From an optimization exercise on the open Yosys and OpenROAD flow, aimed at small area and a short achievable clock period; shortcuts taken in it are not production practice. At most, simulation tests tie the RTL to the original design; equivalence was not proved. Power figures rest on the tool's default switching activity, not on a simulated workload.

Setup of the baseline:
==> flow/design.v (excerpt) <==
module nn_param_loader #(
  parameter int DW    = nn_pkg::DW_DEF,
  parameter int DEPTH = nn_pkg::DEPTH_DEF,
  parameter int CW    = $clog2(DEPTH) + 1
) (
  input  logic          clk,
  input  logic          rst_n,
  input  logic [DW-1:0] s_data,
  input  logic          s_is_bias,
  input  logic          s_valid,
  output logic          s_ready,
  input  logic          run_req,
  input  logic          flush,
  input  logic [5:0]    nl_first,
  input  logic          weight_en,
  input  logic          bias_en,
  input  logic          tot_complete,
  output logic [DW-1:0] wt_in,
  output logic [DW-1:0] bias_in,
  output logic          start,
  output logic          busy,
  output logic [CW-1:0] wt_count,
  output logic [CW-1:0] bias_count,
  output logic          underflow
);
Size in the first run: ~4,100 cells after synthesis, roughly 76,000 sq um of cells after synthesis.
Settings: LEC_CHECK=0, CAP_MARGIN=20, CORE_MARGIN=2, CORE_UTILIZATION=40, CTS_CLUSTER_DIAMETER=100, CTS_CLUSTER_SIZE=24, SETUP_SLACK_MARGIN=3.2, SLEW_MARGIN=20; clock period 6.0 ns.
standard.sh (not shown) runs the stock make flow with config.mk's settings and CLKGATE_MAP_FILE= SYNTH_SCRIPT=/design/flow/synth_recipe.tcl, a recipe that flattens the netlist after the stock synthesis.
==> flow/flow/run.sh <==
#!/bin/bash
# Standard layout, with one addition: the IO placer keeps the pins of the
# input-to-output path s_is_bias -> s_ready next to each other.
set -euo pipefail
W=$(pwd)
bash standard.sh PRE_IO_PLACEMENT_TCL="$W/flow/pre_io.tcl" finish > "$W/orfs_make.log" 2>&1
==> flow/flow/pre_io.tcl <==
# Place s_is_bias and s_ready side by side: the only path from an input
# straight to an output runs between them.
set_io_pin_constraint -pin_names {s_is_bias s_ready} -group -order
The baseline | status: complete | timing, DRC, antenna: pass
Setup changes, the baseline to the candidate
- CORE_UTILIZATION now 55, was 40
- SETUP_SLACK_MARGIN now 3.25, was 3.2
[summary]
Number of placed instances with taps included ends up higher on the baseline.
On residual antenna-violating net count after detailed routing, the candidate and the baseline are basically level.
Sort the candidate and the baseline by clock skew desc -> top: the candidate
In the metrics for the candidate and the baseline, the one carrying the higher non-clock buffer count in the final layout is the candidate.

========
## oak
nn_param_loader, a different RTL version from the one above (not shown whole).
Size in the first run: roughly 4,100 cells after synthesis, roughly 0.076 mm^2 of cells after synthesis.
make LEC_CHECK=0 CAP_MARGIN=20 CORE_MARGIN=2 CORE_UTILIZATION=65 SETUP_SLACK_MARGIN=3.0 SLEW_MARGIN=20 finish   # period 6.0 ns
run.sh (not shown) runs the stock make flow with config.mk's settings and CLKGATE_MAP_FILE= SYNTH_SCRIPT=/design/flow/synth_recipe.tcl, a recipe that flattens the netlist after the stock synthesis.
Stock flow here: none of the scripts above is used.
Inputs modified between oak and pine:
- CORE_UTILIZATION now 40, was 65
## What came out
Compared to oak, pine has routability congestion estimate 3.2% lower.
Measured against pine, the met1 wire length of oak comes out at 0.892 times the reference value.
pine against oak: largest stage delay on the critical path climbed 50 ps, net load switching power has increased, via count fell about 3.7%.
Sequential portion of the cell area (higher): oak
Ratio of final minimum period to clock period for pine: 1.2 points down relative to oak
Cmp pine and oak / arrival time of data at the critical path endpoint / higher: oak
No functional check of the RTL was part of any run of this note.

========
The RTL this note starts from:
==> flow/design.v <==
package nn_pkg;
  localparam int DW_DEF    = 16;
  localparam int DEPTH_DEF = 64;
  localparam int CW_DEF    = $clog2(DEPTH_DEF) + 1;
  localparam int Q_INT_BITS  = 8;
  localparam int Q_FRAC_BITS = 8;
  typedef enum logic [1:0] {
    IDLE = 2'd0,
    FILL = 2'd1,
    RUN  = 2'd3
  } ld_state_t;
  function automatic logic [6:0] fill_threshold(input logic [5:0] nl);
    fill_threshold = (nl == 6'd0) ? 7'd1 : {1'b0, nl};
  endfunction
endpackage
module nn_sync_fifo #(
  parameter int DW    = 16,
  parameter int DEPTH = 64,
  parameter int CW    = $clog2(DEPTH) + 1
) (
  input  logic          clk,
  input  logic          rst_n,
  input  logic          flush,
  input  logic          wr_en,
  input  logic [DW-1:0] wr_data,
  input  logic          rd_en,
  output logic [DW-1:0] rd_data,
  output logic [CW-1:0] count,
  output logic          full,
  output logic          full_q,
  output logic          empty
);
  localparam int AW = CW - 1;           
  localparam int LW = AW / 2;           
  localparam int HW = AW - LW;          
  localparam int NL = 1 << LW;
  localparam int NH = 1 << HW;
  logic [DW-1:0] body [DEPTH-1];
  logic [DW-1:0] head_reg;
  logic [DW-1:0] head_next;
  logic [DW-1:0] second;
  logic [CW-1:0] count_reg;
  logic [CW-1:0] count_next;
  logic [NL-1:0] sel_lo;                
  logic [NH:0]   sel_hi;                
  logic          do_wr;
  logic          do_rd;
  assign count = {full_q, count_reg[CW-2:0]};
  assign full  = count_reg[CW-1];
  assign do_wr = wr_en && !count_reg[CW-1] && !flush;
  assign do_rd = rd_en && !empty && !flush;
  assign rd_data = head_reg;
  always_ff @(posedge clk) begin
    if (wr_en && !count_reg[CW-1]) begin
      body[0] <= wr_data;
      for (int i = 1; i < DEPTH - 1; i++) begin
        body[i] <= body[i-1];
      end
    end
  end
  always_comb begin
    count_next = count_reg;
    if (flush) begin
      count_next = '0;
    end else if (do_wr && !do_rd) begin
      count_next = count_reg + 1'b1;
    end else if (do_rd && !do_wr) begin
      count_next = count_reg - 1'b1;
    end
  end
  localparam logic [NL-1:0] LO_RST = NL'(1) << (NL - 2);    
  localparam logic [NH:0]   HI_RST = (NH + 1)'(1);
  logic count_up, count_down;
  assign count_up   = do_wr && !do_rd;
  assign count_down = do_rd && !do_wr;
  always_ff @(posedge clk or negedge rst_n) begin
    if (!rst_n) begin
      sel_lo <= LO_RST;
      sel_hi <= HI_RST;
    end else if (flush) begin
      sel_lo <= LO_RST;
      sel_hi <= HI_RST;
    end else if (count_up) begin
      sel_lo <= {sel_lo[NL-2:0], sel_lo[NL-1]};
      if (sel_lo[NL-1]) sel_hi <= {sel_hi[NH-1:0], 1'b0};
    end else if (count_down) begin
      sel_lo <= {sel_lo[0], sel_lo[NL-1:1]};
      if (sel_lo[0]) sel_hi <= {1'b0, sel_hi[NH:1]};
    end
  end
  always_comb begin
    logic [DW-1:0] grp;
    second = '0;
    for (int j = 0; j < NH; j++) begin
      grp = '0;
      for (int k = 0; k < NL; k++) begin
        if (j * NL + k < DEPTH - 1) begin
          grp = grp | ({DW{sel_lo[k]}} & body[j * NL + k]);
        end
      end
      second = second | ({DW{sel_hi[j+1]}} & grp);
    end
  end
  logic one;
  assign empty = sel_hi[0] && sel_lo[NL-2];
  assign one   = sel_hi[0] && sel_lo[NL-1];
  always_comb begin
    if (do_rd) begin
      head_next = second | ((do_wr && one) ? wr_data : '0);
    end else if (do_wr && empty) begin
      head_next = wr_data;
    end else begin
      head_next = head_reg;
    end
  end
  always_ff @(posedge clk or negedge rst_n) begin
    if (!rst_n) begin
      head_reg  <= '0;
      count_reg <= '0;
      full_q    <= 1'b0;
    end else begin
      head_reg  <= flush ? '0 : head_next;
      count_reg <= count_next;
      if (flush || count_down) begin
        full_q <= 1'b0;
      end else if (count_up && (&count_reg[CW-2:0])) begin
        full_q <= 1'b1;
      end
    end
  end
endmodule
module nn_param_loader #(
  parameter int DW    = nn_pkg::DW_DEF,
  parameter int DEPTH = nn_pkg::DEPTH_DEF,
  parameter int CW    = $clog2(DEPTH) + 1
) (
  input  logic          clk,
  input  logic          rst_n,
  input  logic [DW-1:0] s_data,
  input  logic          s_is_bias,
  input  logic          s_valid,
  output logic          s_ready,
  input  logic          run_req,
  input  logic          flush,
  input  logic [5:0]    nl_first,
  input  logic          weight_en,
  input  logic          bias_en,
  input  logic          tot_complete,
  output logic [DW-1:0] wt_in,
  output logic [DW-1:0] bias_in,
  output logic          start,
  output logic          busy,
  output logic [CW-1:0] wt_count,
  output logic [CW-1:0] bias_count,
  output logic          underflow
);
  logic      wt_full, wt_empty, wt_full_q;
  logic      bias_full, bias_empty, bias_full_q;
  logic      wt_push, bias_push;
  logic      fill_done;
  logic      pop_empty;
  nn_pkg::ld_state_t state_reg, state_next;
  logic      start_reg, start_next;
  logic      underflow_reg;
  assign s_ready   = s_is_bias ? !bias_full_q : !wt_full_q;
  assign wt_push   = s_valid && !s_is_bias && !wt_full;
  assign bias_push = s_valid &&  s_is_bias && !bias_full;
  nn_sync_fifo #(.DW(DW), .DEPTH(DEPTH), .CW(CW)) u_wt_fifo (
    .clk     (clk),
    .rst_n   (rst_n),
    .flush   (flush),
    .wr_en   (wt_push),
    .wr_data (s_data),
    .rd_en   (weight_en),
    .rd_data (wt_in),
    .count   (wt_count),
    .full    (wt_full),
    .full_q  (wt_full_q),
    .empty   (wt_empty)
  );
  nn_sync_fifo #(.DW(DW), .DEPTH(DEPTH), .CW(CW)) u_bias_fifo (
    .clk     (clk),
    .rst_n   (rst_n),
    .flush   (flush),
    .wr_en   (bias_push),
    .wr_data (s_data),
    .rd_en   (bias_en),
    .rd_data (bias_in),
    .count   (bias_count),
    .full    (bias_full),
    .full_q  (bias_full_q),
    .empty   (bias_empty)
  );
  assign fill_done = (32'(wt_count)   >= 32'(nn_pkg::fill_threshold(nl_first))) &&
                     (32'(bias_count) >= 32'(nn_pkg::fill_threshold(nl_first)));
  assign pop_empty = (weight_en && wt_empty) || (bias_en && bias_empty);
  always_comb begin
    state_next = state_reg;
    start_next = 1'b0;
    if (flush) begin
      state_next = nn_pkg::IDLE;
    end else begin
      unique case (state_reg)
        nn_pkg::IDLE: if (run_req) state_next = nn_pkg::FILL;
        nn_pkg::FILL: begin
          if (fill_done) begin
            state_next = nn_pkg::RUN;
            start_next = 1'b1;
          end
        end
        nn_pkg::RUN:  if (tot_complete) state_next = nn_pkg::IDLE;
        default: state_next = nn_pkg::IDLE;
      endcase
    end
  end
  always_ff @(posedge clk or negedge rst_n) begin
    if (!rst_n) begin
      state_reg <= nn_pkg::IDLE;
      start_reg <= 1'b0;
    end else begin
      state_reg <= state_next;
      start_reg <= start_next;
    end
  end
  always_ff @(posedge clk or negedge rst_n) begin
    if (!rst_n) begin
      underflow_reg <= 1'b0;
    end else if (flush) begin
      underflow_reg <= 1'b0;
    end else if (pop_empty) begin
      underflow_reg <= 1'b1;
    end
  end
  assign start     = start_reg;
  assign busy      = state_reg[0];
  assign underflow = underflow_reg;
endmodule
==> flow/config.mk <==
export PLATFORM = sky130hd
export DESIGN_NAME = nn_param_loader
export DESIGN_NICKNAME = nn_param_loader
export VERILOG_FILES = /design/flow/design.v
export SDC_FILE = /design/flow/constraint.sdc
export NUM_CORES = 4
export LEC_CHECK = 0
export CAP_MARGIN = 20
export CORE_MARGIN = 2
export CORE_UTILIZATION = 40
export CTS_CLUSTER_DIAMETER = 100
export CTS_CLUSTER_SIZE = 24
export SETUP_SLACK_MARGIN = 3.4
export SLEW_MARGIN = 20
==> flow/constraint.sdc <==
create_clock -name core_clock -period 6.0 [get_ports {clk}]
set_input_delay 1.2000 -clock core_clock [delete_from_list [all_inputs] [get_ports {clk}]]
set_output_delay 1.2000 -clock core_clock [all_outputs]
set_load 0.01 [all_outputs]
standard.sh (not shown) runs the stock make flow with config.mk's settings and CLKGATE_MAP_FILE= SYNTH_SCRIPT=/design/flow/synth_recipe.tcl, a recipe that flattens the netlist after the stock synthesis.
Scripts as last shown in full above: flow/flow/run.sh, flow/flow/pre_io.tcl
Edit:
==> flow/run.sh (new file) <==
#!/bin/bash
# synth_recipe.tcl (not shown) runs the flow's synth.tcl, then flattens the netlist and writes it again
# the make line also repeats each setting of config.mk as NAME=value (left out here)
make -C /OpenROAD-flow-scripts/flow DESIGN_CONFIG=/design/flow/config.mk WORK_HOME=/design/flow/orfs CLKGATE_MAP_FILE= SYNTH_SCRIPT=/design/flow/synth_recipe.tcl finish
CORE_UTILIZATION = 55   (was 40)
removed: flow/flow/run.sh
removed: flow/flow/pre_io.tcl
removed: flow/standard.sh
What happened:
- The changed run finished clean
- routed wire length drops by 2.8%
- setup slack gets worse by 72 ps
- cell count drops by 11%
- register-to-register slack gets worse by 50 ps
- sequential share of layout area climbs by 1.1 points
Edit:
==> flow/flow/run.sh (new file) <==
#!/bin/bash
# Standard layout, with one addition: the IO placer keeps the pins of the
# input-to-output path s_is_bias -> s_ready next to each other.
set -euo pipefail
W=$(pwd)
bash standard.sh PRE_IO_PLACEMENT_TCL="$W/flow/pre_io.tcl" finish > "$W/orfs_make.log" 2>&1
==> flow/flow/pre_io.tcl (new file) <==
# Place s_is_bias and s_ready side by side: the only path from an input
# straight to an output runs between them.
set_io_pin_constraint -pin_names {s_is_bias s_ready} -group -order
==> flow/standard.sh (new file) <==
#!/bin/bash
# synth_recipe.tcl (not shown) runs the flow's synth.tcl, then flattens the netlist and writes it again
# the make line also repeats each setting of config.mk as NAME=value (left out here)
make -C /OpenROAD-flow-scripts/flow DESIGN_CONFIG=/design/flow/config.mk WORK_HOME=/design/flow/orfs CLKGATE_MAP_FILE= SYNTH_SCRIPT=/design/flow/synth_recipe.tcl "${@:-finish}"
SETUP_SLACK_MARGIN = 3.25   (was 3.4)
removed: flow/run.sh
Effect: Cell area went down by 0.77%; fmax falls by 1.0%; worst hold slack improves by 95 ps; via count decreases by 0.84%; wire length is lower by 2.4%.

==> what the ideal ports hide <==
In the flow no input, the clock included, has a driving cell. The finished layouts below were timed again as built, in two steps. Step 1 (the two cells are an assumption about what drives the block):
set clk [get_ports {clk}]
set_driving_cell -lib_cell sky130_fd_sc_hd__clkbuf_16 $clk
set_driving_cell -lib_cell sky130_fd_sc_hd__buf_2 [delete_from_list [all_inputs] $clk]
Step 2, shift: input delay + t, output delay - t, t = (earliest + latest rising clock arrival at the registers) / 2. This alone moves slack from input paths to output paths. Slacks: no drivers / after step 1 / after step 2; pairs: no drivers / after step 1.
run | shift t [ns] | setup WS [ns] | cell pins on the clock port's net
the baseline | 0.812 | 3.204 / 3.144 / 2.468 | 1
the candidate | 0.806 | 3.228 / 3.169 / 2.473 | 1
oak | 0.923 | 2.826 / 2.826 / 1.968 | 1
pine | 0.915 | 2.898 / 2.825 / 2.204 | 1
the first run of note 3 | 0.829 | 3.181 / 3.159 / 2.341 | 1
the second run of note 3 | 0.798 | 3.108 / 3.145 / 2.346 | 1
the third run of note 3 | 0.793 | 3.078 / 3.112 / 2.319 | 1
After both steps setup and hold are still met in every run listed. For oak, which loses most, drivers alone change the setup slack by 0.000 ns; drivers and shift together by -0.858 ns.
